From an optimization exercise on the open Yosys and OpenROAD flow, aimed at small area, a short achievable clock period and few clock cycles per item; shortcuts taken in it are not production practice. No functional check of the RTL was part of any run shown here.

## flow/design.v (module list and top-level ports; edited modules follow where they fit)
// module fp_mul_pipe: 2037 lines
// module fp_fa: 4 lines
// module fp_ha: 4 lines
module fp_mul_pipe
#(
  parameter int EXP_W = 8,
  parameter int MAN_W = 23,
  localparam int W = 1 + EXP_W + MAN_W
) (
  input  logic         clk,
  input  logic         reset,
  input  logic         in_valid,
  output logic         in_ready,
  input  logic         rnd_mode,
  input  logic [W-1:0] a,
  input  logic [W-1:0] b,
  output logic         out_valid,
  input  logic         out_ready,
  output logic [W-1:0] c,
  output logic         ovf,
  output logic         unf,
  output logic         inv
);
  // ...
==> flow/run.sh <==
#!/bin/bash
# synth_recipe.tcl (not shown) runs the flow's synth.tcl, then flattens the netlist and writes it again
# the make line also repeats each setting of config.mk as NAME=value (left out here)
make -C /OpenROAD-flow-scripts/flow DESIGN_CONFIG=/design/flow/config.mk WORK_HOME=/design/flow/orfs CLKGATE_MAP_FILE= SYNTH_SCRIPT=/design/flow/synth_recipe.tcl finish
==> flow/config.mk <==
export PLATFORM = sky130hd
export DESIGN_NAME = fp_mul_pipe
export DESIGN_NICKNAME = fp_mul_pipe
export VERILOG_FILES = /design/flow/design.v
export SDC_FILE = /design/flow/constraint.sdc
export NUM_CORES = 4
export LEC_CHECK = 0
export ABC_AREA = 1
export CAP_MARGIN = 20
export CORE_MARGIN = 2
export CORE_UTILIZATION = 40
export SETUP_SLACK_MARGIN = 4
export SLEW_MARGIN = 20
export SYNTH_HIERARCHICAL = 1
export SYNTH_MINIMUM_KEEP_SIZE = 0
==> flow/constraint.sdc <==
create_clock -name core_clock -period 8.5 [get_ports {clk}]
set_input_delay 1.7000 -clock core_clock [delete_from_list [all_inputs] [get_ports {clk}]]
set_output_delay 1.7000 -clock core_clock [all_outputs]
set_load 0.01 [all_outputs]
==> reports/results.tsv, run 1 <==
metric	value	unit
count of different cell masters after synthesis	49	
post-CTS sizing	251	
Critical Path Source	p2[25]	
Yosys warnings	7	
initial DRC count	1998	
WP data required	6.80	ns
starting density of the core	40.2	%
Final Max Slew Viols	0	
commonest cells after routing, fill and taps aside	nand2_1 (372), xor2_1 (296), o22ai_1 (267), fa_1 (265), edfxtp_1 (234)	
crit path buf inv count	13	
met3 Track Usage GR	5.61	%
RSZ-0062 raised after global routing	true	
Hold Path Origin	inv1	
synthesis-to-finish area growth	17.5	%
cell with the most instances after synthesis	nand2_1	
largest net degree at the start of global routing	130	
xor-xnor portion of the synthesized cell area	11.7	%
Biggest Area Class	multi-input gates	
DR DRC count	0	
status	complete, no violations	
Hold Violations, Final	0	
Area contributors post-synth	edfxtp_1 (30%), fa_1 (22%), xor2_1 (11%)	
fraction of area in non-clock buffers	7.67	%
vias per cell	5.74	
Final ANT Viol Nets	0	
Cell Count, Final, Fillers Out	3408	
Synth top area share	29.8	%
CP Capture Type	output pin	
Placed Area	0.0253	mm²
==> run 2, diff against run 1 <==
--- a/flow/design.v
+++ b/flow/design.v
@@ -996,189 +996,107 @@
   logic fc902;
   logic fs903;
   logic fc904;
   logic r1_0_0;
   logic r1_0_1;
   logic r1_1_0;
   logic r1_2_0;
   logic r1_2_1;
-  logic r1_2_2;
   logic r1_3_0;
   logic r1_3_1;
   logic r1_4_0;
   logic r1_4_1;
-  logic r1_4_2;
-  logic r1_4_3;
   logic r1_5_0;
   logic r1_5_1;
-  logic r1_5_2;
   logic r1_6_0;
   logic r1_6_1;
-  logic r1_6_2;
-  logic r1_6_3;
   logic r1_7_0;
   logic r1_7_1;
-  logic r1_7_2;
-  logic r1_7_3;
   logic r1_8_0;
   logic r1_8_1;
-  logic r1_8_2;
-  logic r1_8_3;
   logic r1_9_0;
   logic r1_9_1;
-  logic r1_9_2;
-  logic r1_9_3;
   logic r1_10_0;
   logic r1_10_1;
-  logic r1_10_2;
-  logic r1_10_3;
   logic r1_11_0;
   logic r1_11_1;
-  logic r1_11_2;
-  logic r1_11_3;
   logic r1_12_0;
   logic r1_12_1;
-  logic r1_12_2;
-  logic r1_12_3;
   logic r1_13_0;
   logic r1_13_1;
-  logic r1_13_2;
-  logic r1_13_3;
   logic r1_14_0;
   logic r1_14_1;
-  logic r1_14_2;
-  logic r1_14_3;
   logic r1_15_0;
   logic r1_15_1;
-  logic r1_15_2;
-  logic r1_15_3;
   logic r1_16_0;
   logic r1_16_1;
-  logic r1_16_2;
-  logic r1_16_3;
   logic r1_17_0;
   logic r1_17_1;
-  logic r1_17_2;
-  logic r1_17_3;
   logic r1_18_0;
   logic r1_18_1;
-  logic r1_18_2;
-  logic r1_18_3;
   logic r1_19_0;
   logic r1_19_1;
-  logic r1_19_2;
-  logic r1_19_3;
   logic r1_20_0;
   logic r1_20_1;
-  logic r1_20_2;
-  logic r1_20_3;
   logic r1_21_0;
   logic r1_21_1;
-  logic r1_21_2;
-  logic r1_21_3;
   logic r1_22_0;
   logic r1_22_1;
-  logic r1_22_2;
-  logic r1_22_3;
   logic r1_23_0;
   logic r1_23_1;
-  logic r1_23_2;
-  logic r1_23_3;
   logic r1_24_0;
   logic r1_24_1;
-  logic r1_24_2;
-  logic r1_24_3;
   logic r1_25_0;
   logic r1_25_1;
-  logic r1_25_2;
-  logic r1_25_3;
   logic r1_26_0;
   logic r1_26_1;
-  logic r1_26_2;
-  logic r1_26_3;
   logic r1_27_0;
   logic r1_27_1;
-  logic r1_27_2;
-  logic r1_27_3;
   logic r1_28_0;
   logic r1_28_1;
-  logic r1_28_2;
-  logic r1_28_3;
   logic r1_29_0;
   logic r1_29_1;
-  logic r1_29_2;
-  logic r1_29_3;
   logic r1_30_0;
   logic r1_30_1;
-  logic r1_30_2;
-  logic r1_30_3;
   logic r1_31_0;
   logic r1_31_1;
-  logic r1_31_2;
-  logic r1_31_3;
   logic r1_32_0;
   logic r1_32_1;
-  logic r1_32_2;
-  logic r1_32_3;
   logic r1_33_0;
   logic r1_33_1;
-  logic r1_33_2;
-  logic r1_33_3;
   logic r1_34_0;
   logic r1_34_1;
-  logic r1_34_2;
-  logic r1_34_3;
   logic r1_35_0;
   logic r1_35_1;
-  logic r1_35_2;
-  logic r1_35_3;
   logic r1_36_0;
   logic r1_36_1;
-  logic r1_36_2;
-  logic r1_36_3;
   logic r1_37_0;
   logic r1_37_1;
-  logic r1_37_2;
-  logic r1_37_3;
   logic r1_38_0;
   logic r1_38_1;
-  logic r1_38_2;
-  logic r1_38_3;
   logic r1_39_0;
   logic r1_39_1;
-  logic r1_39_2;
-  logic r1_39_3;
   logic r1_40_0;
   logic r1_40_1;
-  logic r1_40_2;
-  logic r1_40_3;
   logic r1_41_0;
   logic r1_41_1;
-  logic r1_41_2;
-  logic r1_41_3;
   logic r1_42_0;
   logic r1_42_1;
-  logic r1_42_2;
-  logic r1_42_3;
   logic r1_43_0;
   logic r1_43_1;
-  logic r1_43_2;
-  logic r1_43_3;
   logic r1_44_0;
   logic r1_44_1;
-  logic r1_44_2;
-  logic r1_44_3;
   logic r1_45_0;
   logic r1_45_1;
-  logic r1_45_2;
-  logic r1_45_3;
   logic r1_46_0;
-  logic r1_46_2;
+  logic r1_46_1;
+  logic r1_47_0;
   logic r1_47_1;
+  logic r1_48_0;
   assign bo0 = b[0] ^ 1'b0;
   assign bt0 = (b[1] & ~b[0] & ~1'b0) | (~b[1] & b[0] & 1'b0);
   assign bn0 = b[1];
   assign pp1 = ((bo0 & a[0])) ^ bn0;
   assign pp2 = ((bo0 & a[1]) | (bt0 & a[0])) ^ bn0;
   assign pp3 = ((bo0 & a[2]) | (bt0 & a[1])) ^ bn0;
   assign pp4 = ((bo0 & a[3]) | (bt0 & a[2])) ^ bn0;
   assign pp5 = ((bo0 & a[4]) | (bt0 & a[3])) ^ bn0;
@@ -1724,299 +1642,217 @@
   fp_fa u_fs711 (.a(hs577), .b(pp233), .c(pp257), .s(fs711), .co(fc712));
   fp_fa u_fs713 (.a(pp281), .b(pp305), .c(fc576), .s(fs713), .co(fc714));
   fp_fa u_fs715 (.a(a[17]), .b(hc578), .c(ns234), .s(fs715), .co(fc716));
   fp_fa u_fs717 (.a(pp258), .b(pp282), .c(pp306), .s(fs717), .co(fc718));
   fp_fa u_fs719 (.a(a[18]), .b(1'b1), .c(pp259), .s(fs719), .co(fc720));
   fp_ha u_hs721 (.a(pp283), .b(pp307), .s(hs721), .co(hc722));
   fp_fa u_fs723 (.a(a[19]), .b(ns260), .c(pp284), .s(fs723), .co(fc724));
   fp_ha u_hs725 (.a(a[20]), .b(1'b1), .s(hs725), .co(hc726));
-  fp_ha u_hs727 (.a(r1_4_0), .b(r1_4_1), .s(hs727), .co(hc728));
-  fp_ha u_hs729 (.a(r1_5_0), .b(r1_5_1), .s(hs729), .co(hc730));
-  fp_fa u_fs731 (.a(r1_6_0), .b(r1_6_1), .c(r1_6_2), .s(fs731), .co(fc732));
-  fp_fa u_fs733 (.a(r1_7_0), .b(r1_7_1), .c(r1_7_2), .s(fs733), .co(fc734));
-  fp_fa u_fs735 (.a(r1_8_0), .b(r1_8_1), .c(r1_8_2), .s(fs735), .co(fc736));
-  fp_fa u_fs737 (.a(r1_9_0), .b(r1_9_1), .c(r1_9_2), .s(fs737), .co(fc738));
-  fp_fa u_fs739 (.a(r1_10_0), .b(r1_10_1), .c(r1_10_2), .s(fs739), .co(fc740));
-  fp_fa u_fs741 (.a(r1_11_0), .b(r1_11_1), .c(r1_11_2), .s(fs741), .co(fc742));
-  fp_fa u_fs743 (.a(r1_12_0), .b(r1_12_1), .c(r1_12_2), .s(fs743), .co(fc744));
-  fp_fa u_fs745 (.a(r1_13_0), .b(r1_13_1), .c(r1_13_2), .s(fs745), .co(fc746));
-  fp_fa u_fs747 (.a(r1_14_0), .b(r1_14_1), .c(r1_14_2), .s(fs747), .co(fc748));
-  fp_fa u_fs749 (.a(r1_15_0), .b(r1_15_1), .c(r1_15_2), .s(fs749), .co(fc750));
-  fp_fa u_fs751 (.a(r1_16_0), .b(r1_16_1), .c(r1_16_2), .s(fs751), .co(fc752));
-  fp_fa u_fs753 (.a(r1_17_0), .b(r1_17_1), .c(r1_17_2), .s(fs753), .co(fc754));
-  fp_fa u_fs755 (.a(r1_18_0), .b(r1_18_1), .c(r1_18_2), .s(fs755), .co(fc756));
-  fp_fa u_fs757 (.a(r1_19_0), .b(r1_19_1), .c(r1_19_2), .s(fs757), .co(fc758));
-  fp_fa u_fs759 (.a(r1_20_0), .b(r1_20_1), .c(r1_20_2), .s(fs759), .co(fc760));
-  fp_fa u_fs761 (.a(r1_21_0), .b(r1_21_1), .c(r1_21_2), .s(fs761), .co(fc762));
-  fp_fa u_fs763 (.a(r1_22_0), .b(r1_22_1), .c(r1_22_2), .s(fs763), .co(fc764));
-  fp_fa u_fs765 (.a(r1_23_0), .b(r1_23_1), .c(r1_23_2), .s(fs765), .co(fc766));
-  fp_fa u_fs767 (.a(r1_24_0), .b(r1_24_1), .c(r1_24_2), .s(fs767), .co(fc768));
-  fp_fa u_fs769 (.a(r1_25_0), .b(r1_25_1), .c(r1_25_2), .s(fs769), .co(fc770));
-  fp_fa u_fs771 (.a(r1_26_0), .b(r1_26_1), .c(r1_26_2), .s(fs771), .co(fc772));
-  fp_fa u_fs773 (.a(r1_27_0), .b(r1_27_1), .c(r1_27_2), .s(fs773), .co(fc774));
-  fp_fa u_fs775 (.a(r1_28_0), .b(r1_28_1), .c(r1_28_2), .s(fs775), .co(fc776));
-  fp_fa u_fs777 (.a(r1_29_0), .b(r1_29_1), .c(r1_29_2), .s(fs777), .co(fc778));
-  fp_fa u_fs779 (.a(r1_30_0), .b(r1_30_1), .c(r1_30_2), .s(fs779), .co(fc780));
-  fp_fa u_fs781 (.a(r1_31_0), .b(r1_31_1), .c(r1_31_2), .s(fs781), .co(fc782));
-  fp_fa u_fs783 (.a(r1_32_0), .b(r1_32_1), .c(r1_32_2), .s(fs783), .co(fc784));
-  fp_fa u_fs785 (.a(r1_33_0), .b(r1_33_1), .c(r1_33_2), .s(fs785), .co(fc786));
-  fp_fa u_fs787 (.a(r1_34_0), .b(r1_34_1), .c(r1_34_2), .s(fs787), .co(fc788));
-  fp_fa u_fs789 (.a(r1_35_0), .b(r1_35_1), .c(r1_35_2), .s(fs789), .co(fc790));
-  fp_fa u_fs791 (.a(r1_36_0), .b(r1_36_1), .c(r1_36_2), .s(fs791), .co(fc792));
-  fp_fa u_fs793 (.a(r1_37_0), .b(r1_37_1), .c(r1_37_2), .s(fs793), .co(fc794));
-  fp_fa u_fs795 (.a(r1_38_0), .b(r1_38_1), .c(r1_38_2), .s(fs795), .co(fc796));
-  fp_fa u_fs797 (.a(r1_39_0), .b(r1_39_1), .c(r1_39_2), .s(fs797), .co(fc798));
-  fp_fa u_fs799 (.a(r1_40_0), .b(r1_40_1), .c(r1_40_2), .s(fs799), .co(fc800));
-  fp_fa u_fs801 (.a(r1_41_0), .b(r1_41_1), .c(r1_41_2), .s(fs801), .co(fc802));
-  fp_fa u_fs803 (.a(r1_42_0), .b(r1_42_1), .c(r1_42_2), .s(fs803), .co(fc804));
-  fp_fa u_fs805 (.a(r1_43_0), .b(r1_43_1), .c(r1_43_2), .s(fs805), .co(fc806));
-  fp_fa u_fs807 (.a(r1_44_0), .b(r1_44_1), .c(r1_44_2), .s(fs807), .co(fc808));
-  fp_fa u_fs809 (.a(r1_45_0), .b(r1_45_1), .c(r1_45_2), .s(fs809), .co(fc810));
-  fp_ha u_hs811 (.a(r1_46_0), .b(1'b1), .s(hs811), .co(hc812));
-  fp_ha u_hs813 (.a(r1_2_0), .b(r1_2_1), .s(hs813), .co(hc814));
-  fp_ha u_hs815 (.a(r1_3_0), .b(r1_3_1), .s(hs815), .co(hc816));
-  fp_fa u_fs817 (.a(r1_4_2), .b(r1_4_3), .c(hs727), .s(fs817), .co(fc818));
-  fp_fa u_fs819 (.a(r1_5_2), .b(hc728), .c(hs729), .s(fs819), .co(fc820));
-  fp_fa u_fs821 (.a(r1_6_3), .b(hc730), .c(fs731), .s(fs821), .co(fc822));
-  fp_fa u_fs823 (.a(r1_7_3), .b(fc732), .c(fs733), .s(fs823), .co(fc824));
-  fp_fa u_fs825 (.a(r1_8_3), .b(fc734), .c(fs735), .s(fs825), .co(fc826));
-  fp_fa u_fs827 (.a(r1_9_3), .b(fc736), .c(fs737), .s(fs827), .co(fc828));
-  fp_fa u_fs829 (.a(r1_10_3), .b(fc738), .c(fs739), .s(fs829), .co(fc830));
-  fp_fa u_fs831 (.a(r1_11_3), .b(fc740), .c(fs741), .s(fs831), .co(fc832));
-  fp_fa u_fs833 (.a(r1_12_3), .b(fc742), .c(fs743), .s(fs833), .co(fc834));
-  fp_fa u_fs835 (.a(r1_13_3), .b(fc744), .c(fs745), .s(fs835), .co(fc836));
-  fp_fa u_fs837 (.a(r1_14_3), .b(fc746), .c(fs747), .s(fs837), .co(fc838));
-  fp_fa u_fs839 (.a(r1_15_3), .b(fc748), .c(fs749), .s(fs839), .co(fc840));
-  fp_fa u_fs841 (.a(r1_16_3), .b(fc750), .c(fs751), .s(fs841), .co(fc842));
-  fp_fa u_fs843 (.a(r1_17_3), .b(fc752), .c(fs753), .s(fs843), .co(fc844));
-  fp_fa u_fs845 (.a(r1_18_3), .b(fc754), .c(fs755), .s(fs845), .co(fc846));
-  fp_fa u_fs847 (.a(r1_19_3), .b(fc756), .c(fs757), .s(fs847), .co(fc848));
-  fp_fa u_fs849 (.a(r1_20_3), .b(fc758), .c(fs759), .s(fs849), .co(fc850));
-  fp_fa u_fs851 (.a(r1_21_3), .b(fc760), .c(fs761), .s(fs851), .co(fc852));
-  fp_fa u_fs853 (.a(r1_22_3), .b(fc762), .c(fs763), .s(fs853), .co(fc854));
-  fp_fa u_fs855 (.a(r1_23_3), .b(fc764), .c(fs765), .s(fs855), .co(fc856));
-  fp_fa u_fs857 (.a(r1_24_3), .b(fc766), .c(fs767), .s(fs857), .co(fc858));
-  fp_fa u_fs859 (.a(r1_25_3), .b(fc768), .c(fs769), .s(fs859), .co(fc860));
-  fp_fa u_fs861 (.a(r1_26_3), .b(fc770), .c(fs771), .s(fs861), .co(fc862));
-  fp_fa u_fs863 (.a(r1_27_3), .b(fc772), .c(fs773), .s(fs863), .co(fc864));
-  fp_fa u_fs865 (.a(r1_28_3), .b(fc774), .c(fs775), .s(fs865), .co(fc866));
-  fp_fa u_fs867 (.a(r1_29_3), .b(fc776), .c(fs777), .s(fs867), .co(fc868));
-  fp_fa u_fs869 (.a(r1_30_3), .b(fc778), .c(fs779), .s(fs869), .co(fc870));
-  fp_fa u_fs871 (.a(r1_31_3), .b(fc780), .c(fs781), .s(fs871), .co(fc872));
-  fp_fa u_fs873 (.a(r1_32_3), .b(fc782), .c(fs783), .s(fs873), .co(fc874));
-  fp_fa u_fs875 (.a(r1_33_3), .b(fc784), .c(fs785), .s(fs875), .co(fc876));
-  fp_fa u_fs877 (.a(r1_34_3), .b(fc786), .c(fs787), .s(fs877), .co(fc878));
-  fp_fa u_fs879 (.a(r1_35_3), .b(fc788), .c(fs789), .s(fs879), .co(fc880));
-  fp_fa u_fs881 (.a(r1_36_3), .b(fc790), .c(fs791), .s(fs881), .co(fc882));
-  fp_fa u_fs883 (.a(r1_37_3), .b(fc792), .c(fs793), .s(fs883), .co(fc884));
-  fp_fa u_fs885 (.a(r1_38_3), .b(fc794), .c(fs795), .s(fs885), .co(fc886));
-  fp_fa u_fs887 (.a(r1_39_3), .b(fc796), .c(fs797), .s(fs887), .co(fc888));
-  fp_fa u_fs889 (.a(r1_40_3), .b(fc798), .c(fs799), .s(fs889), .co(fc890));
-  fp_fa u_fs891 (.a(r1_41_3), .b(fc800), .c(fs801), .s(fs891), .co(fc892));
-  fp_fa u_fs893 (.a(r1_42_3), .b(fc802), .c(fs803), .s(fs893), .co(fc894));
-  fp_fa u_fs895 (.a(r1_43_3), .b(fc804), .c(fs805), .s(fs895), .co(fc896));
-  fp_fa u_fs897 (.a(r1_44_3), .b(fc806), .c(fs807), .s(fs897), .co(fc898));
-  fp_fa u_fs899 (.a(r1_45_3), .b(fc808), .c(fs809), .s(fs899), .co(fc900));
-  fp_fa u_fs901 (.a(r1_46_2), .b(hs811), .c(fc810), .s(fs901), .co(fc902));
-  fp_fa u_fs903 (.a(1'b1), .b(r1_47_1), .c(hc812), .s(fs903), .co(fc904));
+  fp_ha u_hs727 (.a(bn2), .b(pp5), .s(hs727), .co(hc728));
+  fp_ha u_hs729 (.a(pp6), .b(pp30), .s(hs729), .co(hc730));
+  fp_fa u_fs731 (.a(pp31), .b(pp55), .c(pp79), .s(fs731), .co(fc732));
+  fp_fa u_fs733 (.a(pp56), .b(pp80), .c(hc580), .s(fs733), .co(fc734));
+  fp_fa u_fs735 (.a(pp105), .b(hc582), .c(hs585), .s(fs735), .co(fc736));
+  fp_fa u_fs737 (.a(hc586), .b(hs589), .c(fc584), .s(fs737), .co(fc738));
+  fp_fa u_fs739 (.a(hc590), .b(fc588), .c(fs591), .s(fs739), .co(fc740));
+  fp_fa u_fs741 (.a(fc592), .b(fs595), .c(fc594), .s(fs741), .co(fc742));
+  fp_fa u_fs743 (.a(fc596), .b(fs599), .c(fc598), .s(fs743), .co(fc744));
+  fp_fa u_fs745 (.a(fc600), .b(fs603), .c(fc602), .s(fs745), .co(fc746));
+  fp_fa u_fs747 (.a(fc604), .b(fs607), .c(fc606), .s(fs747), .co(fc748));
+  fp_fa u_fs749 (.a(fc608), .b(fc610), .c(fs611), .s(fs749), .co(fc750));
+  fp_fa u_fs751 (.a(fc612), .b(fc614), .c(fs615), .s(fs751), .co(fc752));
+  fp_fa u_fs753 (.a(fc616), .b(fs619), .c(fc618), .s(fs753), .co(fc754));
+  fp_fa u_fs755 (.a(fc620), .b(fs623), .c(fc622), .s(fs755), .co(fc756));
+  fp_fa u_fs757 (.a(fc624), .b(fs627), .c(fc626), .s(fs757), .co(fc758));
+  fp_fa u_fs759 (.a(fc628), .b(fs631), .c(fc630), .s(fs759), .co(fc760));
+  fp_fa u_fs761 (.a(fc632), .b(fs635), .c(fc634), .s(fs761), .co(fc762));
+  fp_fa u_fs763 (.a(fc636), .b(fs639), .c(fc638), .s(fs763), .co(fc764));
+  fp_fa u_fs765 (.a(fc640), .b(fs643), .c(fc642), .s(fs765), .co(fc766));
+  fp_fa u_fs767 (.a(fc644), .b(fc646), .c(fs647), .s(fs767), .co(fc768));
+  fp_fa u_fs769 (.a(fc648), .b(fc650), .c(fs651), .s(fs769), .co(fc770));
+  fp_fa u_fs771 (.a(fc652), .b(fc654), .c(fs655), .s(fs771), .co(fc772));
+  fp_fa u_fs773 (.a(fc656), .b(fc658), .c(fs659), .s(fs773), .co(fc774));
+  fp_fa u_fs775 (.a(fc660), .b(fs663), .c(fc662), .s(fs775), .co(fc776));
+  fp_fa u_fs777 (.a(fc664), .b(fs667), .c(fc666), .s(fs777), .co(fc778));
+  fp_fa u_fs779 (.a(fc668), .b(fs671), .c(fc670), .s(fs779), .co(fc780));
+  fp_fa u_fs781 (.a(fc672), .b(fs675), .c(fc674), .s(fs781), .co(fc782));
+  fp_fa u_fs783 (.a(fc676), .b(fs679), .c(fc678), .s(fs783), .co(fc784));
+  fp_fa u_fs785 (.a(fs683), .b(fc680), .c(fc682), .s(fs785), .co(fc786));
+  fp_fa u_fs787 (.a(fc684), .b(fs687), .c(fc686), .s(fs787), .co(fc788));
+  fp_fa u_fs789 (.a(fc688), .b(fs691), .c(fc690), .s(fs789), .co(fc790));
+  fp_fa u_fs791 (.a(fc692), .b(fs695), .c(fs697), .s(fs791), .co(fc792));
+  fp_fa u_fs793 (.a(fc696), .b(fc698), .c(fs699), .s(fs793), .co(fc794));
+  fp_fa u_fs795 (.a(fs703), .b(fc700), .c(fc702), .s(fs795), .co(fc796));
+  fp_fa u_fs797 (.a(fs707), .b(fc704), .c(fc706), .s(fs797), .co(fc798));
+  fp_fa u_fs799 (.a(fc708), .b(fs711), .c(fc710), .s(fs799), .co(fc800));
+  fp_fa u_fs801 (.a(fs715), .b(fc712), .c(fs717), .s(fs801), .co(fc802));
+  fp_fa u_fs803 (.a(fc716), .b(hs721), .c(fc718), .s(fs803), .co(fc804));
+  fp_fa u_fs805 (.a(pp308), .b(hc722), .c(fc720), .s(fs805), .co(fc806));
+  fp_fa u_fs807 (.a(hs725), .b(pp285), .c(pp309), .s(fs807), .co(fc808));
+  fp_fa u_fs809 (.a(a[21]), .b(hc726), .c(ns286), .s(fs809), .co(fc810));
+  fp_ha u_hs811 (.a(a[22]), .b(1'b1), .s(hs811), .co(hc812));
+  fp_ha u_hs813 (.a(bn1), .b(pp3), .s(hs813), .co(hc814));
+  fp_ha u_hs815 (.a(pp4), .b(pp28), .s(hs815), .co(hc816));
+  fp_fa u_fs817 (.a(pp29), .b(pp53), .c(hs727), .s(fs817), .co(fc818));
+  fp_fa u_fs819 (.a(pp54), .b(hc728), .c(hs729), .s(fs819), .co(fc820));
+  fp_fa u_fs821 (.a(hc730), .b(hs579), .c(fs731), .s(fs821), .co(fc822));
+  fp_fa u_fs823 (.a(hs581), .b(fc732), .c(fs733), .s(fs823), .co(fc824));
+  fp_fa u_fs825 (.a(fs583), .b(fc734), .c(fs735), .s(fs825), .co(fc826));
+  fp_fa u_fs827 (.a(fs587), .b(fc736), .c(fs737), .s(fs827), .co(fc828));
+  fp_fa u_fs829 (.a(fs593), .b(fc738), .c(fs739), .s(fs829), .co(fc830));
+  fp_fa u_fs831 (.a(fs597), .b(fc740), .c(fs741), .s(fs831), .co(fc832));
+  fp_fa u_fs833 (.a(fs601), .b(fc742), .c(fs743), .s(fs833), .co(fc834));
+  fp_fa u_fs835 (.a(fs605), .b(fc744), .c(fs745), .s(fs835), .co(fc836));
+  fp_fa u_fs837 (.a(fs609), .b(fc746), .c(fs747), .s(fs837), .co(fc838));
+  fp_fa u_fs839 (.a(fs613), .b(fc748), .c(fs749), .s(fs839), .co(fc840));
+  fp_fa u_fs841 (.a(fs617), .b(fc750), .c(fs751), .s(fs841), .co(fc842));
+  fp_fa u_fs843 (.a(fs621), .b(fc752), .c(fs753), .s(fs843), .co(fc844));
+  fp_fa u_fs845 (.a(fs625), .b(fc754), .c(fs755), .s(fs845), .co(fc846));
+  fp_fa u_fs847 (.a(fs629), .b(fc756), .c(fs757), .s(fs847), .co(fc848));
+  fp_fa u_fs849 (.a(fs633), .b(fc758), .c(fs759), .s(fs849), .co(fc850));
+  fp_fa u_fs851 (.a(fs637), .b(fc760), .c(fs761), .s(fs851), .co(fc852));
+  fp_fa u_fs853 (.a(fs641), .b(fc762), .c(fs763), .s(fs853), .co(fc854));
+  fp_fa u_fs855 (.a(fs645), .b(fc764), .c(fs765), .s(fs855), .co(fc856));
+  fp_fa u_fs857 (.a(fs649), .b(fc766), .c(fs767), .s(fs857), .co(fc858));
+  fp_fa u_fs859 (.a(fs653), .b(fc768), .c(fs769), .s(fs859), .co(fc860));
+  fp_fa u_fs861 (.a(fs657), .b(fc770), .c(fs771), .s(fs861), .co(fc862));
+  fp_fa u_fs863 (.a(fs661), .b(fc772), .c(fs773), .s(fs863), .co(fc864));
+  fp_fa u_fs865 (.a(fs665), .b(fc774), .c(fs775), .s(fs865), .co(fc866));
+  fp_fa u_fs867 (.a(fs669), .b(fc776), .c(fs777), .s(fs867), .co(fc868));
+  fp_fa u_fs869 (.a(fs673), .b(fc778), .c(fs779), .s(fs869), .co(fc870));
+  fp_fa u_fs871 (.a(fs677), .b(fc780), .c(fs781), .s(fs871), .co(fc872));
+  fp_fa u_fs873 (.a(fs681), .b(fc782), .c(fs783), .s(fs873), .co(fc874));
+  fp_fa u_fs875 (.a(fs685), .b(fc784), .c(fs785), .s(fs875), .co(fc876));
+  fp_fa u_fs877 (.a(fs689), .b(fc786), .c(fs787), .s(fs877), .co(fc878));
+  fp_fa u_fs879 (.a(fs693), .b(fc788), .c(fs789), .s(fs879), .co(fc880));
+  fp_fa u_fs881 (.a(fc694), .b(fs791), .c(fc790), .s(fs881), .co(fc882));
+  fp_fa u_fs883 (.a(fs701), .b(fc792), .c(fs793), .s(fs883), .co(fc884));
+  fp_fa u_fs885 (.a(fs705), .b(fc794), .c(fs795), .s(fs885), .co(fc886));
+  fp_fa u_fs887 (.a(fs709), .b(fc796), .c(fs797), .s(fs887), .co(fc888));
+  fp_fa u_fs889 (.a(fs713), .b(fc798), .c(fs799), .s(fs889), .co(fc890));
+  fp_fa u_fs891 (.a(fc714), .b(fs801), .c(fc800), .s(fs891), .co(fc892));
+  fp_fa u_fs893 (.a(fs719), .b(fc802), .c(fs803), .s(fs893), .co(fc894));
+  fp_fa u_fs895 (.a(fs723), .b(fc804), .c(fs805), .s(fs895), .co(fc896));
+  fp_fa u_fs897 (.a(fc724), .b(fs807), .c(fc806), .s(fs897), .co(fc898));
+  fp_fa u_fs899 (.a(pp310), .b(fs809), .c(fc808), .s(fs899), .co(fc900));
+  fp_fa u_fs901 (.a(hs811), .b(pp311), .c(fc810), .s(fs901), .co(fc902));
+  fp_fa u_fs903 (.a(1'b1), .b(hc812), .c(ns312), .s(fs903), .co(fc904));
   logic [9:0] eb_s;
   assign eb_s = {2'b00, a[30:23]} + {2'b00, b[30:23]} - 10'd127;
   logic s1, m1, inv1, zero1;
   logic [9:0] e1;
   always_ff @(posedge clk) begin
     if (en) begin
       s1    <= a[31] ^ b[31];
       m1    <= rnd_mode;
       inv1  <= (&a[30:23]) | (&b[30:23]);
       zero1 <= ~(|a[30:23]) | ~(|b[30:23]);
       e1    <= eb_s;
       r1_0_0 <= bn0;
       r1_0_1 <= pp1;
       r1_1_0 <= pp2;
-      r1_2_0 <= bn1;
-      r1_2_1 <= pp3;
-      r1_2_2 <= pp27;
-      r1_3_0 <= pp4;
-      r1_3_1 <= pp28;
-      r1_4_0 <= bn2;
-      r1_4_1 <= pp5;
-      r1_4_2 <= pp29;
-      r1_4_3 <= pp53;
-      r1_5_0 <= pp6;
-      r1_5_1 <= pp30;
-      r1_5_2 <= pp54;
-      r1_6_0 <= hs579;
-      r1_6_1 <= pp31;
-      r1_6_2 <= pp55;
-      r1_6_3 <= pp79;
-      r1_7_0 <= hc580;
-      r1_7_1 <= hs581;
-      r1_7_2 <= pp56;
-      r1_7_3 <= pp80;
-      r1_8_0 <= hc582;
-      r1_8_1 <= fs583;
-      r1_8_2 <= hs585;
-      r1_8_3 <= pp105;
-      r1_9_0 <= fc584;
-      r1_9_1 <= hc586;
-      r1_9_2 <= fs587;
-      r1_9_3 <= hs589;
-      r1_10_0 <= fc588;
-      r1_10_1 <= hc590;
-      r1_10_2 <= fs591;
-      r1_10_3 <= fs593;
-      r1_11_0 <= fc592;
-      r1_11_1 <= fc594;
-      r1_11_2 <= fs595;
-      r1_11_3 <= fs597;
-      r1_12_0 <= fc596;
-      r1_12_1 <= fc598;
-      r1_12_2 <= fs599;
-      r1_12_3 <= fs601;
-      r1_13_0 <= fc600;
-      r1_13_1 <= fc602;
-      r1_13_2 <= fs603;
-      r1_13_3 <= fs605;
-      r1_14_0 <= fc604;
-      r1_14_1 <= fc606;
-      r1_14_2 <= fs607;
-      r1_14_3 <= fs609;
-      r1_15_0 <= fc608;
-      r1_15_1 <= fc610;
-      r1_15_2 <= fs611;
-      r1_15_3 <= fs613;
-      r1_16_0 <= fc612;
-      r1_16_1 <= fc614;
-      r1_16_2 <= fs615;
-      r1_16_3 <= fs617;
-      r1_17_0 <= fc616;
-      r1_17_1 <= fc618;
-      r1_17_2 <= fs619;
-      r1_17_3 <= fs621;
-      r1_18_0 <= fc620;
-      r1_18_1 <= fc622;
-      r1_18_2 <= fs623;
-      r1_18_3 <= fs625;
-      r1_19_0 <= fc624;
-      r1_19_1 <= fc626;
-      r1_19_2 <= fs627;
-      r1_19_3 <= fs629;
-      r1_20_0 <= fc628;
-      r1_20_1 <= fc630;
-      r1_20_2 <= fs631;
-      r1_20_3 <= fs633;
-      r1_21_0 <= fc632;
-      r1_21_1 <= fc634;
-      r1_21_2 <= fs635;
-      r1_21_3 <= fs637;
-      r1_22_0 <= fc636;
-      r1_22_1 <= fc638;
-      r1_22_2 <= fs639;
-      r1_22_3 <= fs641;
-      r1_23_0 <= fc640;
-      r1_23_1 <= fc642;
-      r1_23_2 <= fs643;
-      r1_23_3 <= fs645;
-      r1_24_0 <= fc644;
-      r1_24_1 <= fc646;
-      r1_24_2 <= fs647;
-      r1_24_3 <= fs649;
-      r1_25_0 <= fc648;
-      r1_25_1 <= fc650;
-      r1_25_2 <= fs651;
-      r1_25_3 <= fs653;
-      r1_26_0 <= fc652;
-      r1_26_1 <= fc654;
-      r1_26_2 <= fs655;
-      r1_26_3 <= fs657;
-      r1_27_0 <= fc656;
-      r1_27_1 <= fc658;
-      r1_27_2 <= fs659;
-      r1_27_3 <= fs661;
-      r1_28_0 <= fc660;
-      r1_28_1 <= fc662;
-      r1_28_2 <= fs663;
-      r1_28_3 <= fs665;
-      r1_29_0 <= fc664;
-      r1_29_1 <= fc666;
-      r1_29_2 <= fs667;
-      r1_29_3 <= fs669;
-      r1_30_0 <= fc668;
-      r1_30_1 <= fc670;
-      r1_30_2 <= fs671;
-      r1_30_3 <= fs673;
-      r1_31_0 <= fc672;
-      r1_31_1 <= fc674;
-      r1_31_2 <= fs675;
-      r1_31_3 <= fs677;
-      r1_32_0 <= fc676;
-      r1_32_1 <= fc678;
-      r1_32_2 <= fs679;
-      r1_32_3 <= fs681;
-      r1_33_0 <= fc680;
-      r1_33_1 <= fc682;
-      r1_33_2 <= fs683;
-      r1_33_3 <= fs685;
-      r1_34_0 <= fc684;
-      r1_34_1 <= fc686;
-      r1_34_2 <= fs687;
-      r1_34_3 <= fs689;
-      r1_35_0 <= fc688;
-      r1_35_1 <= fc690;
-      r1_35_2 <= fs691;
-      r1_35_3 <= fs693;
-      r1_36_0 <= fc692;
-      r1_36_1 <= fc694;
-      r1_36_2 <= fs695;
-      r1_36_3 <= fs697;
-      r1_37_0 <= fc696;
-      r1_37_1 <= fc698;
-      r1_37_2 <= fs699;
-      r1_37_3 <= fs701;
-      r1_38_0 <= fc700;
-      r1_38_1 <= fc702;
-      r1_38_2 <= fs703;
-      r1_38_3 <= fs705;
-      r1_39_0 <= fc704;
-      r1_39_1 <= fc706;
-      r1_39_2 <= fs707;
-      r1_39_3 <= fs709;
-      r1_40_0 <= fc708;
-      r1_40_1 <= fc710;
-      r1_40_2 <= fs711;
-      r1_40_3 <= fs713;
-      r1_41_0 <= fc712;
-      r1_41_1 <= fc714;
-      r1_41_2 <= fs715;
-      r1_41_3 <= fs717;
-      r1_42_0 <= fc716;
-      r1_42_1 <= fc718;
-      r1_42_2 <= fs719;
-      r1_42_3 <= hs721;
-      r1_43_0 <= fc720;
-      r1_43_1 <= hc722;
-      r1_43_2 <= fs723;
-      r1_43_3 <= pp308;
-      r1_44_0 <= fc724;
-      r1_44_1 <= hs725;
-      r1_44_2 <= pp285;
-      r1_44_3 <= pp309;
-      r1_45_0 <= hc726;
-      r1_45_1 <= a[21];
-      r1_45_2 <= ns286;
-      r1_45_3 <= pp310;
-      r1_46_0 <= a[22];
-      r1_46_2 <= pp311;
-      r1_47_1 <= ns312;
+      r1_2_0 <= hs813;
+      r1_2_1 <= pp27;
+      r1_3_0 <= hc814;
+      r1_3_1 <= hs815;
+      r1_4_0 <= hc816;
+      r1_4_1 <= fs817;
+      r1_5_0 <= fc818;
+      r1_5_1 <= fs819;
+      r1_6_0 <= fc820;
+      r1_6_1 <= fs821;
+      r1_7_0 <= fc822;
+      r1_7_1 <= fs823;
+      r1_8_0 <= fc824;
+      r1_8_1 <= fs825;
+      r1_9_0 <= fc826;
+      r1_9_1 <= fs827;
+      r1_10_0 <= fc828;
+      r1_10_1 <= fs829;
+      r1_11_0 <= fc830;
+      r1_11_1 <= fs831;
+      r1_12_0 <= fc832;
+      r1_12_1 <= fs833;
+      r1_13_0 <= fc834;
+      r1_13_1 <= fs835;
+      r1_14_0 <= fc836;
+      r1_14_1 <= fs837;
+      r1_15_0 <= fc838;
+      r1_15_1 <= fs839;
+      r1_16_0 <= fc840;
+      r1_16_1 <= fs841;
+      r1_17_0 <= fc842;
+      r1_17_1 <= fs843;
+      r1_18_0 <= fc844;
+      r1_18_1 <= fs845;
+      r1_19_0 <= fc846;
+      r1_19_1 <= fs847;
+      r1_20_0 <= fc848;
+      r1_20_1 <= fs849;
+      r1_21_0 <= fc850;
+      r1_21_1 <= fs851;
+      r1_22_0 <= fc852;
+      r1_22_1 <= fs853;
+      r1_23_0 <= fc854;
+      r1_23_1 <= fs855;
+      r1_24_0 <= fc856;
+      r1_24_1 <= fs857;
+      r1_25_0 <= fc858;
+      r1_25_1 <= fs859;
+      r1_26_0 <= fc860;
+      r1_26_1 <= fs861;
+      r1_27_0 <= fc862;
+      r1_27_1 <= fs863;
+      r1_28_0 <= fc864;
+      r1_28_1 <= fs865;
+      r1_29_0 <= fc866;
+      r1_29_1 <= fs867;
+      r1_30_0 <= fc868;
+      r1_30_1 <= fs869;
+      r1_31_0 <= fc870;
+      r1_31_1 <= fs871;
+      r1_32_0 <= fc872;
+      r1_32_1 <= fs873;
+      r1_33_0 <= fc874;
+      r1_33_1 <= fs875;
+      r1_34_0 <= fc876;
+      r1_34_1 <= fs877;
+      r1_35_0 <= fc878;
+      r1_35_1 <= fs879;
+      r1_36_0 <= fc880;
+      r1_36_1 <= fs881;
+      r1_37_0 <= fc882;
+      r1_37_1 <= fs883;
+      r1_38_0 <= fc884;
+      r1_38_1 <= fs885;
+      r1_39_0 <= fc886;
+      r1_39_1 <= fs887;
+      r1_40_0 <= fc888;
+      r1_40_1 <= fs889;
+      r1_41_0 <= fc890;
+      r1_41_1 <= fs891;
+      r1_42_0 <= fc892;
+      r1_42_1 <= fs893;
+      r1_43_0 <= fc894;
+      r1_43_1 <= fs895;
+      r1_44_0 <= fc896;
+      r1_44_1 <= fs897;
+      r1_45_0 <= fc898;
+      r1_45_1 <= fs899;
+      r1_46_0 <= fc900;
+      r1_46_1 <= fs901;
+      r1_47_0 <= fc902;
+      r1_47_1 <= fs903;
+      r1_48_0 <= fc904;
     end
   end
   logic [47:0] px, py, prod;
-  assign px = {fc902, fc900, fc898, fc896, fc894, fc892, fc890, fc888, fc886, fc884, fc882, fc880, fc878, fc876, fc874, fc872, fc870, fc868, fc866, fc864, fc862, fc860, fc858, fc856, fc854, fc852, fc850, fc848, fc846, fc844, fc842, fc840, fc838, fc836, fc834, fc832, fc830, fc828, fc826, fc824, fc822, fc820, fc818, hc816, hc814, hs813, r1_1_0, r1_0_0};
-  assign py = {fs903, fs901, fs899, fs897, fs895, fs893, fs891, fs889, fs887, fs885, fs883, fs881, fs879, fs877, fs875, fs873, fs871, fs869, fs867, fs865, fs863, fs861, fs859, fs857, fs855, fs853, fs851, fs849, fs847, fs845, fs843, fs841, fs839, fs837, fs835, fs833, fs831, fs829, fs827, fs825, fs823, fs821, fs819, fs817, hs815, r1_2_2, 1'b0, r1_0_1};
+  assign px = {r1_47_0, r1_46_0, r1_45_0, r1_44_0, r1_43_0, r1_42_0, r1_41_0, r1_40_0, r1_39_0, r1_38_0, r1_37_0, r1_36_0, r1_35_0, r1_34_0, r1_33_0, r1_32_0, r1_31_0, r1_30_0, r1_29_0, r1_28_0, r1_27_0, r1_26_0, r1_25_0, r1_24_0, r1_23_0, r1_22_0, r1_21_0, r1_20_0, r1_19_0, r1_18_0, r1_17_0, r1_16_0, r1_15_0, r1_14_0, r1_13_0, r1_12_0, r1_11_0, r1_10_0, r1_9_0, r1_8_0, r1_7_0, r1_6_0, r1_5_0, r1_4_0, r1_3_0, r1_2_0, r1_1_0, r1_0_0};
+  assign py = {r1_47_1, r1_46_1, r1_45_1, r1_44_1, r1_43_1, r1_42_1, r1_41_1, r1_40_1, r1_39_1, r1_38_1, r1_37_1, r1_36_1, r1_35_1, r1_34_1, r1_33_1, r1_32_1, r1_31_1, r1_30_1, r1_29_1, r1_28_1, r1_27_1, r1_26_1, r1_25_1, r1_24_1, r1_23_1, r1_22_1, r1_21_1, r1_20_1, r1_19_1, r1_18_1, r1_17_1, r1_16_1, r1_15_1, r1_14_1, r1_13_1, r1_12_1, r1_11_1, r1_10_1, r1_9_1, r1_8_1, r1_7_1, r1_6_1, r1_5_1, r1_4_1, r1_3_1, r1_2_1, 1'b0, r1_0_1};
   assign prod = px + py;
   logic ovf_0, ovf_1, unf_0, unf_1;
   logic [7:0] e8_0, e8_1;
   assign ovf_0 = !e1[9] && (e1 >= 10'd255);
   assign ovf_1 = !e1[9] && (e1 >= 10'd254);
   assign unf_0 = e1[9] || (e1 == 10'd0);
   assign unf_1 = e1[9];
   assign e8_0 = e1[7:0];
==> flow/config.mk (replaced) <==
export PLATFORM = sky130hd
export DESIGN_NAME = fp_mul_pipe
export DESIGN_NICKNAME = fp_mul_pipe
export VERILOG_FILES = /design/flow/design.v
export SDC_FILE = /design/flow/constraint.sdc
export NUM_CORES = 4
export LEC_CHECK = 0
export ABC_AREA = 1
export CAP_MARGIN = 20
export CORE_MARGIN = 2
export CORE_UTILIZATION = 40
export SLEW_MARGIN = 20
export SYNTH_HIERARCHICAL = 1
export SYNTH_MINIMUM_KEEP_SIZE = 0
==> run 2 against run 1 <==
Still clean on timing, DRC and antenna; maximum frequency fell by 25%; sequential cell count decreased by 82; clock-buffer cell count fell by 15; core utilization decreased by 2.8 points; register-to-register slack better by 0.93 ns; clock skew decreased by 0.0030 ns; highest routed layer unchanged.
==> reports/results.tsv, run 2 <==
metric	value	unit	change
DP Worst Slack	1.85	ns	was 2.51 ns
f_max	159	MHz	was 212 MHz
port bufs	105		unchanged
antenna diode count	0		unchanged
Max-Cap Viols	0		unchanged
Critical Setup Path Class	in2reg		was reg2out
CTS tree	built		unchanged
GRT Total Usage	24.0	%	was 25.7%
Hold Violations, Final	0		unchanged
Final Max Slew Viols	0		unchanged
Area contributors post-synth	fa_1 (25%), edfxtp_1 (21%), xor2_1 (12%)		was edfxtp_1 (30%), fa_1 (22%), xor2_1 (11%)
Final ANT Viol Nets	0		unchanged
die area	0.0553	mm²	was 0.0610 mm²
clk_skew	0.0132	ns	was 0.0163 ns
worst-margin pin slew	1.17	ns	was 1.01 ns
Largest register FFs	26		unchanged
minimum clock period after layout	6.29	ns	was 4.73 ns
DR DRC count	0		unchanged
Setup violations, final	0		unchanged
htree depth	4		was 1
status	complete, no violations		unchanged
commonest cells after routing, fill and taps aside	nand2_1 (412), xor2_1 (304), o22ai_1 (266), fa_1 (265), inv_1 (228)		was nand2_1 (372), xor2_1 (296), o22ai_1 (267), fa_1 (265), edfxtp_1 (234)
synthesized flop and latch total	154		was 236
Mapped Avg Cell Area	8.93	µm²	was 9.56 µm²
vias per cell	5.70		was 5.74
count of different cell masters after synthesis	52		was 49
clock latency at the later pin of the worst-skew pair	0.45	ns	was 0.58 ns
post-CTS sizing	0		was 251
# rows	84		was 89
Root Driver	clkbuf_16		unchanged
Tcrit/Tclk final	74.0	%	was 55.6%
Post-DP HPWL	50600	µm	was 52,800 µm
initial DRC count	1554		was 1,998
CTS sink cnt	154		was 236
starting density of the core	40.6	%	was 40.2%
cell type with the largest total area after synthesis	fa_1		was edfxtp_1
Die W	235	µm	was 247 µm
Post-CTS Setup Inserts	0		was 72
GP Congestion	0.970		was 0.962
DRT Pass-1 Iters	5		was 8
asr flop ratio synth	0	%	unchanged
RSZ-0062 raised after global routing	false		was true
Die Height	235	µm	was 247 µm
largest net degree at the start of global routing	80		was 130
share of layout cells above drive strength 1	5.20	%	was 12.7%
Cell Count, Final, Fillers Out	3111		was 3,408
vias in the first global route	18100		was 20,100
fin nets	2841		was 3,045
cell with the most instances after synthesis	nand2_1		unchanged
global-route wire length before repair	103000	µm	was 119,000 µm
number of CTS-inserted buffers	17		was 29
arrival time at the worst endpoint	6.47	ns	was 3.03 ns
hold_buf cts	0		unchanged
routed length per instance	21.6	µm	was 23.3 µm
Yosys warnings	7		unchanged
final worst slack	2.21	ns	was 3.77 ns
Mapped Area	0.0214	mm²	was 0.0236 mm²
commonest non-fill, non-tap cell in the layout	nand2_1		unchanged
DRT Wirelength	67100	µm	was 79,300 µm
Finished Cell Area	0.0234	mm²	was 0.0277 mm²
Via Count	17700		was 19,600
top cells by count, synth	nand2_1 (412), xor2_1 (304), o22ai_1 (266), fa_1 (265), inv_1 (230)		was nand2_1 (415), xor2_1 (296), o22ai_1 (267), fa_1 (265), edfxtp_1 (234)
post-route setup TNS	0	ns	unchanged
Worst-path clk slew	0.07	ns	was 0.06 ns
predominant post-synthesis flop cell	edfxtp_1		unchanged
Placed Area	0.0228	mm²	was 0.0253 mm²
Inst Count DP	3077		was 3,250
worst hold path class	reg2reg		unchanged
io pins	106		unchanged
Synth top area share	24.8	%	was 29.8%
Synth Instances	2394		was 2,470
Reg with most FFs	p2		unchanged
grt ovf	0		unchanged
antenna violations before repair	0		unchanged
CP Capture Type	flop		was output pin
Post-synth EDFFs	152		was 234
Core Region	0.0527	mm²	was 0.0587 mm²
largest registers	p2: 26 flops, e1: 10 flops, e02: 8 flops		unchanged
startpoint type of the worst setup path	input pin		was flop
Max Root-Sink Buffers	2		was 3
register area share after synthesis	21.5	%	was 29.9%
maximum fanout along the worst path	27		was 5
WP data required	8.68	ns	was 6.80 ns
synthesis-to-finish area growth	9.56	%	was 17.5%
max_slew headroom	22.1	%	was 32.4%
[run 2: cell types whose count changed in the layout (fill, tap and decap cells not counted), sizes merged, moves of 9 or more]
cell,before,now
a21oi,78,69
buf,165,32
clkbuf,36,19
clkdlybuf4s50,59,97
clkinv,16,4
clkinvlp,26,2
edfxtp,234,152
inv,220,243
nor2,170,159
[run 2: per-stage QoR]
| stage | utilization [%] | hold slack (ns) |
|---|---|---|
| final | 44.5 | 0.425 |
| after global routing | 44.5 | 0.445 |
| after CTS | 44.4 | 0.428 |
| after detailed placement | 43.3 | 0.411 |
| after global placement | 43.3 | 0.412 |
| after floorplan | - | 0.400 |
[run 2: Yosys stat by module, one instance, submodules excluded]
module | copies in the design | cell area [µm²] | flip-flops and latches | cells inside
fp_mul_pipe | 1 | 15700 | 154 | 2098
fp_fa | 264 | 20.0 | 0 | 1
fp_ha | 32 | 12.5 | 0 | 1
[run 2: final timing paths]
kind | to | cells past startpoint | slack (ns) | from
max | r1_25_1 | 12 | 2.21 | b[21]
max reg2reg | st2 | 14 | 5.55 | r1_11_0
min reg2reg | inv2 | 0 | 0.42 | inv1
min | inv2 | 0 | 0.42 | inv1
[run 2: critical path: stages]
cell and delay, ns:
clkdlybuf4s50_1 0.46, buf_4 0.46, inv_1 0.19, nand2_1 0.11, nand2_1 0.59, o22ai_1 0.39, xor2_1 0.24, fa_1 0.48
fa_1 0.48, fa_1 0.40, fa_1 0.53, fa_1 0.40
[run 2: cell type report]
cell class	instances	area (µm²)
multi-input combinational	1872	15300
clock inverter	14	150
tap	688	861
fill	5096	29200
timing repair buffer	130	1220
sequential	154	4600
inverter	235	890
clock buffer	18	429
[run 2: logic make-up after synthesis]
logic type | share of synthesized area (%)
xor gates and xnor gates | 12.9
and+or+nand+nor | 15.4
adders and majority gates | 30.5
DFF | 21.5
other | 0.0351
AOI/OAI and AO/OA | 12.3
buffers and inverters | 7.26
[run 2: routing by layer]
metal	global-route usage, %	share of wire (%)	vias up
li1	-	-	8053
met1	30.3	40	8645
met2	39.9	47	863
met3	4.13	7.6	180
met4	11.8	4.7	0
met5	0	0	-
==> run 3, diff against run 2 <==
--- a/flow/config.mk
+++ b/flow/config.mk
@@ -9,6 +9,7 @@
 export CAP_MARGIN = 20
 export CORE_MARGIN = 2
 export CORE_UTILIZATION = 40
+export SETUP_SLACK_MARGIN = 4
 export SLEW_MARGIN = 20
 export SYNTH_HIERARCHICAL = 1
 export SYNTH_MINIMUM_KEEP_SIZE = 0
==> run 3 against run 2 <==
Still clean on timing, DRC and antenna; critical endpoint is now r1_27_1; synthesized area unchanged; clock-buffer cell count decreased by 1; worst setup slack improved by 1.3 ns.
==> reports/results.tsv, run 3 <==
metric	value	unit	change
Via Count	20300		was 17,700
DRT Pass-1 Iters	7		was 5
Area contributors post-synth	fa_1 (25%), edfxtp_1 (21%), xor2_1 (12%)		unchanged
post-route setup TNS	0	ns	unchanged
synthesis-to-finish area growth	38.3	%	was 9.56%
grt ovf	0		unchanged
Worst-path clk slew	0.07	ns	about the same
Hold Violations, Final	0		unchanged
arrival time at the worst endpoint	5.17	ns	was 6.47 ns
Core Region	0.0527	mm²	unchanged
worst-margin pin slew	1.02	ns	was 1.17 ns
RSZ-0062 raised after global routing	true		was false
synthesized flop and latch total	154		unchanged
Hold WS	0.429	ns	was 0.425 ns
antenna diode count	0		unchanged
DRT Wirelength	90600	µm	was 67,100 µm
DR DRC count	0		unchanged
Largest register FFs	26		unchanged
Critical Setup Path Class	in2reg		unchanged
largest registers	p2: 26 flops, e1: 10 flops, e02: 8 flops		unchanged
top cells by count, synth	nand2_1 (412), xor2_1 (304), o22ai_1 (266), fa_1 (265), inv_1 (230)		unchanged
Hold Path Origin	m1		was inv1
predominant post-synthesis flop cell	edfxtp_1		unchanged
Post-synth EDFFs	152		unchanged
asr flop ratio synth	0	%	unchanged
count of different cell masters after synthesis	52		unchanged
Yosys warnings	7		unchanged
clock latency at the later pin of the worst-skew pair	0.46	ns	was 0.45 ns
commonest cells after routing, fill and taps aside	nand2_1 (347), xor2_1 (254), inv_1 (185), edfxtp_1 (152), buf_4 (146)		was nand2_1 (412), xor2_1 (304), o22ai_1 (266), fa_1 (265), inv_1 (228)
Max-Cap Viols	0		unchanged
Final ANT Viol Nets	0		unchanged
delay-heaviest family, CP	adder cells		unchanged
die area	0.0553	mm²	unchanged
Synth Instances	2394		unchanged
vias in the first global route	21300		was 18,100
fin nets	3097		was 2,841
post-synthesis compound-gate area fraction	12.3	%	unchanged
adder-cell share of the synthesized area	30.5	%	unchanged
Root Driver	clkbuf_16		unchanged
Setup violations, final	0		unchanged
startpoint type of the worst setup path	input pin		unchanged
Mapped Area	0.0214	mm²	unchanged
vias per cell	6.04		was 5.70
commonest non-fill, non-tap cell in the layout	nand2_1		unchanged
R2R Path Start	r1_10_1		was r1_11_0
f_max	201	MHz	was 159 MHz
share of layout cells above drive strength 1	33.7	%	was 5.20%
cell type with the largest total area after synthesis	fa_1		unchanged
clk_skew	0.0128	ns	was 0.0132 ns
Tcrit/Tclk final	58.4	%	was 74.0%
maximum fanout along the worst path	6		was 27
status	complete, no violations		unchanged
max_slew headroom	31.7	%	was 22.1%
Critical Path Slowest Stage Cell	fa_2		was nand2_1
WP data required	8.70	ns	was 8.68 ns
Max Root-Sink Buffers	2		unchanged
Die Height	235	µm	unchanged
post-synthesis mux area share	0	%	unchanged
port bufs	105		unchanged
Reg with most FFs	p2		unchanged
initial DRC count	2329		was 1,554
GRT Total Usage	32.0	%	was 24.0%
cell with the most instances after synthesis	nand2_1		unchanged
Mapped Avg Cell Area	8.93	µm²	unchanged
CTS tree	built		unchanged
Final Max Slew Viols	0		unchanged
antenna violations before repair	0		unchanged
# rows	84		unchanged
crit path buf inv count	3		unchanged
minimum clock period after layout	4.97	ns	was 6.29 ns
routed length per instance	26.9	µm	was 21.6 µm
worst hold path class	reg2reg		unchanged
register area share after synthesis	21.5	%	unchanged
starting density of the core	40.6	%	unchanged
io pins	106		unchanged
worst path cell trace	clkbuf_16, buf_12, nor2_4, inv_4, nand2_8, nand2_8, o22ai_4, xor2_2, fa_2, fa_2, fa_2, fa_2, fa_2		was clkdlybuf4s50_1, buf_4, inv_1, nand2_1, nand2_1, o22ai_1, xor2_1, fa_1, fa_1, fa_1, fa_1, fa_1
largest net degree at the start of global routing	84		was 80
Synth top area share	24.8	%	unchanged
Die W	235	µm	unchanged
largest family of logic cells by synthesized area	adder cells		unchanged
number of CTS-inserted buffers	17		unchanged
crit-path max cell delay	0.59	ns	about the same
global-route wire length before repair	132000	µm	was 103,000 µm
CP Capture Type	flop		unchanged
xor-xnor portion of the synthesized cell area	12.9	%	unchanged
simple logic cell fraction of the synthesized area	15.4	%	unchanged
CP dominant cell by count	fa_2		was fa_1
htree depth	4		unchanged
GP Congestion	0.896		was 0.970
Critical Path Source	b[3]		was b[21]
CTS sink cnt	154		unchanged
Post-DP HPWL	52300	µm	was 50,600 µm
[run 3: cell count changes in the layout (fill, tap and decap cells not counted), sizes merged]
| cell | before | now |
|---|---|---|
| buf | 32 | 283 |
| clkdlybuf4s50 | 97 | 24 |
| nand2 | 421 | 454 |
| clkinvlp | 2 | 28 |
| inv | 243 | 228 |
| bufbuf | 0 | 14 |
| clkdlybuf4s15 | 0 | 10 |
| dlygate4sd2 | 0 | 5 |
| clkbuf | 19 | 21 |
| bufinv | 0 | 1 |
| clkinv | 4 | 5 |
| dlymetal6s2s | 0 | 1 |
[run 3: cells by family after synthesis]
group,after synthesis
flip-flops,154
adder cells (fa/ha/maj),362
other,2
buffers and inverters,379
AND/OR/NAND/NOR,744
AO/OA/AOI/OAI,437
XOR/XNOR,316
[run 3: Yosys stat by module, one instance, submodules excluded]
module | cells inside | flops+latches
fp_mul_pipe | 2098 | 154
fp_ha | 1 | 0
fp_fa | 1 | 0
[run 3: worst reg2reg max path: stages, from the launching register on]
cell and delay [ns]:
edfxtp_1 0.38, ha_1 0.41, nand2_1 0.13, nor2_1 0.25, inv_1 0.12, nor2_1 0.24, nand2_1 0.11, nand2_1 0.21
nand2_1 0.09, nand2_1 0.09, nand2_1 0.06, nor2_1 0.08, nand2_1 0.05, nor2_1 0.13, nand2_1 0.08
[run 3: timing repair]
action,in CTS,in global routing
pin swaps,182,71
buffers inserted,158,31
gates resized for setup,752,151
gates cloned,61,1
hold buffers,0,0
setup endpoints to repair,111,92
[run 3: stage by stage]
stage | util [%] | cell area [µm²] | std cells | setup slack [ns]
2_1_floorplan | - | 22700 | 2405 | 3.25
3_3_place_gp | 44.8 | 23600 | 3084 | 2.00
3_5_place_dp | 44.8 | 23600 | 3084 | 1.93
4_1_cts | 54.2 | 28500 | 3335 | 3.71
5_1_grt | 56.2 | 29600 | 3367 | 3.52
6_report | 56.2 | 29600 | 3367 | 3.53
[run 3: path summary, 6_finish.rpt]
check / endpoint / slack (ns) / depth (start not counted)
max: r1_27_1 / 3.53 / 13
min: m2 / 0.43 / 0
max reg2reg: st2 / 5.84 / 14
min reg2reg: m2 / 0.43 / 0
[run 3: layout make-up]
type / instances / area (µm²)
clock inverters: 15 / 169
multi-input cells: 1905 / 18600
fillers: 4381 / 23100
repair buffers: 341 / 3830
inverters: 235 / 1020
well taps: 688 / 861
repair inverters: 12 / 93.8
flip-flops and latches: 154 / 4600
clock buffers: 17 / 425
[run 3: metal layers]
layer / vias to the layer above / part of all wire, % / track usage, %
met2: 1456 / 45 / 51.4
met1: 9785 / 35 / 36.7
met5: - / 0 / 0
met4: 0 / 8.9 / 22.9
met3: 485 / 11 / 9.11
li1: 8606 / - / -

afterwards: timing with drivers on the ports:
Ports are ideal in the flow. The routed layouts listed here were re-timed in OpenROAD. Step 1 assumes that a clkbuf_16 drives the clock port and a buf_2 every other input. Step 2 adds t to the input delays and takes it off the output delays; t is the mean of the earliest and latest rising clock arrival at the registers after step 1. Input paths then give back, and output paths get back, about the clock's delay inside the block. Three values: ideal, step 1, step 2; two values: the first two.
run	t (ns)	setup WS [ns]	latest minus earliest clock arrival (ns)	worst data-port slew with drivers (ns)	cell pins on the clock port's net
run 1	0.627	3.775 / 3.719 / 3.396	0.019 / 0.019	0.10	1
run 2	0.487	2.209 / 2.227 / 1.740	0.019 / 0.019	0.06	1
run 3	0.511	3.533 / 3.532 / 3.021	0.016 / 0.016	0.13	1
After both steps setup and hold are still met in every run listed. For run 3, which loses most, drivers alone change the setup slack by -0.001 ns; drivers and shift together by -0.512 ns.
